Background: an optimization exercise with open tools, aiming at small area, a short achievable clock period and few clock cycles per item. Do not read the settings as production practice.
The RTL was checked by simulation tests, not by an equivalence proof against the original design.

// epoch_seconds_to_civil_date_top
module epoch_seconds_to_civil_date_top (
	input  logic                                clk,
	input  logic                                arst_n,
	input  logic                                in_valid,
	output logic                                in_ready,
	input  logic signed [e2cd_pkg::SECS_W-1:0]  unix_seconds,
	output logic                                out_valid,
	input  logic                                out_ready,
	output logic signed [e2cd_pkg::YEAR_W-1:0]  year,
	output logic [e2cd_pkg::MONTH_W-1:0]        month,
	output logic [e2cd_pkg::DOM_W-1:0]          day_of_month,
	output logic [e2cd_pkg::WDAY_W-1:0]         weekday
);
clock: 8.5 ns
lec_check: 0
abc_area: 1
cap_margin: 20
core_margin: 2
core_utilization: 45
setup_slack_margin: 3.6
slew_margin: 20
run.sh (not shown) runs the stock make flow with config.mk's settings and CLKGATE_MAP_FILE= SYNTH_SCRIPT=/design/flow/synth_recipe.tcl, a recipe that flattens the netlist after the stock synthesis.
The baseline finished with timing, DRC and antenna clean.
Testbench counts at the start, summed over its fixed seeds: cycles 32,048, items 32,000.
Edit:
Settings changed: ABC_AREA 1 to default, CORE_UTILIZATION 45 to 60, SETUP_SLACK_MARGIN 3.6 to 3.0.
Effect: The changed run finished clean; wire length went down by roughly a tenth; worst setup slack degrades by 660 ps; utilization rises by 16 points; hold slack stays flat.

== run A ==
Starting RTL as in the previous note.
clock: 8.5 ns
lec_check: 0
abc_area: 1
cap_margin: 20
core_margin: 2
core_utilization: 45
setup_slack_margin: 4.4
slew_margin: 20
Testbench counts of run A, summed over its fixed seeds: cycles 32,048, items 32,000.
The inputs of run B differ from those of run A as listed below.
--- a/flow/config.mk
+++ b/flow/config.mk
@@ -6,8 +6,7 @@
 export NUM_CORES = 4
 export LEC_CHECK = 0
-export ABC_AREA = 1
 export CAP_MARGIN = 20
 export CORE_MARGIN = 2
-export CORE_UTILIZATION = 45
-export SETUP_SLACK_MARGIN = 4.4
+export CORE_UTILIZATION = 35
+export SETUP_SLACK_MARGIN = 3.6
 export SLEW_MARGIN = 20
No stage failed in run B, and the final checks on the layout all came back clean. Taking run A as the reference, in run B first-pass iteration count of the detailed router saw little to no change, maximum number of pins on one net before global-route repair fell 6.3%, number of ordinary and repair buffers in the finished layout fell about 18%, final area dropped 8.2%. Summary — maximum level of the CTS H-tree, run B relative to run A: lower, by 1. Worst setup slack (run B over run A): decrease, 350 ps. Fmax: run B below run A. Via count (lower): run B.
Changes in run C relative to run B:
--- a/flow/config.mk
+++ b/flow/config.mk
@@ -6,7 +6,8 @@
 export NUM_CORES = 4
 export LEC_CHECK = 0
+export ABC_AREA = 1
 export CAP_MARGIN = 20
 export CORE_MARGIN = 2
-export CORE_UTILIZATION = 35
-export SETUP_SLACK_MARGIN = 3.6
+export CORE_UTILIZATION = 45
+export SETUP_SLACK_MARGIN = 3.8
 export SLEW_MARGIN = 20
Compared run C against run B; clock skew within noise.
Diff run C and run B: sequential share of cell area higher in run B
Summary of run C over run B: post-synthesis share of cell area spent on full adders, half adders and majority gates lower; number of buffers added by the clock tree synthesis step moved up; sum of met2 wire segment lengths after detailed routing increased 2.2 mm.

epoch_seconds_to_civil_date_top, a different RTL version from the one above (not shown whole).
Size: ~2600 cells after synthesis, roughly 250 flip-flops, ~27000 µm² of cells after synthesis.
export LEC_CHECK = 0
export ABC_AREA = 1
export CAP_MARGIN = 20
export CORE_MARGIN = 2
export CORE_UTILIZATION = 55
export GPL_ROUTABILITY_DRIVEN = 0
export SETUP_SLACK_MARGIN = 3.6
export SLEW_MARGIN = 20
create_clock -name core_clock -period 8.5 [get_ports {clk}]
Testbench counts at the start, summed over its fixed seeds: cycles 32,048, items 32,000.
Rerun with:
Settings changed: CTS_BUF_LIST set to sky130_fd_sc_hd__clkbuf_8, GPL_ROUTABILITY_DRIVEN 0 to not set.
After rerunning: The changed run completed with no timing, DRC or antenna violations. Maximum frequency barely changes. Routed wire length rises by about 3%. Non-clock buffer count grows by 1. Die area stays the same. Core utilization increases by 0.31 points. Worst setup slack improved by 0.010 ns. Cell area rises by about 0.5%.
Rerun with:
Settings changed: CAP_MARGIN 20 to 0, CTS_BUF_LIST sky130_fd_sc_hd__clkbuf_8 to not set, SLEW_MARGIN 20 to 0.
What happened: The changed run completed with no timing, DRC or antenna violations; clock-buffer cell count fell by 16; worst setup slack improves by 0.054 ns; cell count fell by 0.83%; routed wire length fell by about 1.4%; maximum frequency rose by about 1.1%; synthesized cell count is unchanged; die area is unchanged.

epoch_seconds_to_civil_date_top with an RTL version that a note above also has.
Size in the first run: roughly 2700 cells after synthesis, roughly 250 flip-flops, about 90 I/O pins.
## epoch_seconds_to_civil_date_top
module epoch_seconds_to_civil_date_top (
	input  logic                                clk,
	input  logic                                arst_n,
	input  logic                                in_valid,
	output logic                                in_ready,
	input  logic signed [e2cd_pkg::SECS_W-1:0]  unix_seconds,
	output logic                                out_valid,
	input  logic                                out_ready,
	output logic signed [e2cd_pkg::YEAR_W-1:0]  year,
	output logic [e2cd_pkg::MONTH_W-1:0]        month,
	output logic [e2cd_pkg::DOM_W-1:0]          day_of_month,
	output logic [e2cd_pkg::WDAY_W-1:0]         weekday
);
	localparam int NV = 5;    
	logic          adv;
	logic [NV-1:0] vld_q;
	logic          ov_q;
	logic [35:0]   out_q;
	assign adv = !ov_q || out_ready;
	assign in_ready = adv;
	logic [40:0] s_0;
	always_ff @(posedge clk) begin
		if (adv) begin
			s_0 <= unix_seconds[47:7];
		end
	end
	logic [14:0] q0_1;
	logic [27:0] ulo_1;
	logic ep_w1;
	logic ep_w2;
	logic ep_w3;
	logic ep_w4;
	logic ep_w5;
	logic ep_w6;
	logic ep_w7;
	logic ep_w8;
	logic ep_w9;
	logic ep_w10;
	logic ep_w11;
	logic ep_w12;
	logic ep_w13;
	logic ep_w14;
	logic ep_w15;
	logic ep_w16;
	logic ep_w17;
	logic ep_w18;
	logic ep_w19;
	logic ep_w20;
	logic ep_w21;
	logic ep_w22;
	logic ep_w23;
	logic ep_w24;
	logic ep_w25;
	logic ep_w26;
	logic ep_w27;
	logic ep_w28;
	logic ep_w29;
	logic ep_w30;
	logic ep_w31;
	logic ep_w32;
	logic ep_w33;
	logic ep_w34;
	logic ep_w35;
	logic ep_w36;
	logic ep_w37;
	logic ep_w38;
	logic ep_w39;
	logic ep_w40;
	logic ep_w41;
	logic ep_w42;
	logic ep_w43;
	logic ep_w44;
	logic ep_w45;
	logic ep_w46;
	logic ep_w47;
	logic ep_w48;
	logic ep_w49;
	logic ep_w50;
	logic ep_w51;
	logic ep_w52;
	logic ep_w53;
	logic ep_w54;
	logic ep_w55;
	logic ep_w56;
	logic ep_w57;
	logic ep_w58;
	logic ep_w59;
	logic ep_w60;
	logic ep_w61;
	logic ep_w62;
	logic ep_w63;
	logic ep_w64;
	logic ep_w65;
	logic ep_w66;
	logic ep_w67;
	logic ep_w68;
	logic ep_w69;
	logic ep_w70;
	logic ep_w71;
	logic ep_w72;
	logic ep_w73;
	logic ep_w74;
	logic ep_w75;
	logic ep_w76;
	logic ep_w77;
	logic ep_w78;
	logic ep_w79;
	logic ep_w80;
	logic ep_w81;
	logic ep_w82;
	logic ep_w83;
	logic ep_w84;
	logic ep_w85;
	logic ep_w86;
	logic ep_w87;
	logic ep_w88;
	logic ep_w89;
	logic ep_w90;
	logic ep_w91;
  ...
Settings: LEC_CHECK=0, ABC_AREA=1, CAP_MARGIN=20, CORE_MARGIN=2, CORE_UTILIZATION=45, SETUP_SLACK_MARGIN=3.0, SLEW_MARGIN=20; clock period 8.5 ns.
The starting point went through all stages and came out clean.
Testbench counts at the start, summed over its fixed seeds: cycles 32,048, items 32,000.
==> next run, changes <==
- SETUP_SLACK_MARGIN: 3.0 -> 3.4
Result:
- hold slack improved by 0.0033 ns
- sequential cell count stays the same
- count of clock-buffer cells in the layout decreases by 5
- critical path depth does not change
- die area stays the same
- clock skew climbs by 0.023 ns
- synthesized cell count stays the same
==> next run, changes <==
- CORE_UTILIZATION: 45 -> 55
- SETUP_SLACK_MARGIN: 3.4 -> 3.6
After rerunning: The changed run went through all stages and came out clean; wire length is higher by 0.32%; clock-buffer cell count is unchanged; critical path depth is higher by 11.

-- port drivers added, routing unchanged --
The results above use ideal ports. As a check the final layouts listed here were re-extracted and re-timed, cells and wires unchanged.
Step 1 assumes that a clkbuf_16 drives the clock port and a buf_2 every other input.
Step 2 also shifts input and output timing later by t, the mid clock arrival at the registers, as if the neighbouring blocks saw the same clock.
Slacks: no drivers / after step 1 / after step 2; pairs: no drivers / after step 1.
run	t (ns)	setup slack, ns	worst setup path at the end	latest minus earliest clock arrival (ns)
the first run of note 1	0.641	3.665 / 3.665 / 3.665	register to register	0.032 / 0.032
the second run of note 1	0.623	3.006 / 3.006 / 3.006	register to register	0.031 / 0.031
run A	0.591	3.606 / 3.606 / 3.606	register to register	0.026 / 0.025
run B	0.638	3.252 / 3.252 / 3.252	register to register	0.027 / 0.026
run C	0.646	3.679 / 3.679 / 3.679	register to register	0.027 / 0.028
the first run of note 3	0.632	3.655 / 3.639 / 3.639	input to output	0.028 / 0.028
the second run of note 3	0.681	3.665 / 3.665 / 3.665	register to register	0.025 / 0.025
the third run of note 3	0.633	3.719 / 3.719 / 3.719	register to register	0.016 / 0.016
the first run of note 4	0.631	3.211 / 3.211 / 3.211	register to register	0.015 / 0.015
the second run of note 4	0.643	3.592 / 3.574 / 3.574	input to output	0.035 / 0.035
the third run of note 4	0.651	3.668 / 3.656 / 3.656	input to output	0.012 / 0.013
After both steps setup and hold are still met in every run listed. For the second run of note 4, which loses most, drivers alone change the setup slack by -0.018 ns; drivers and shift together by -0.018 ns.
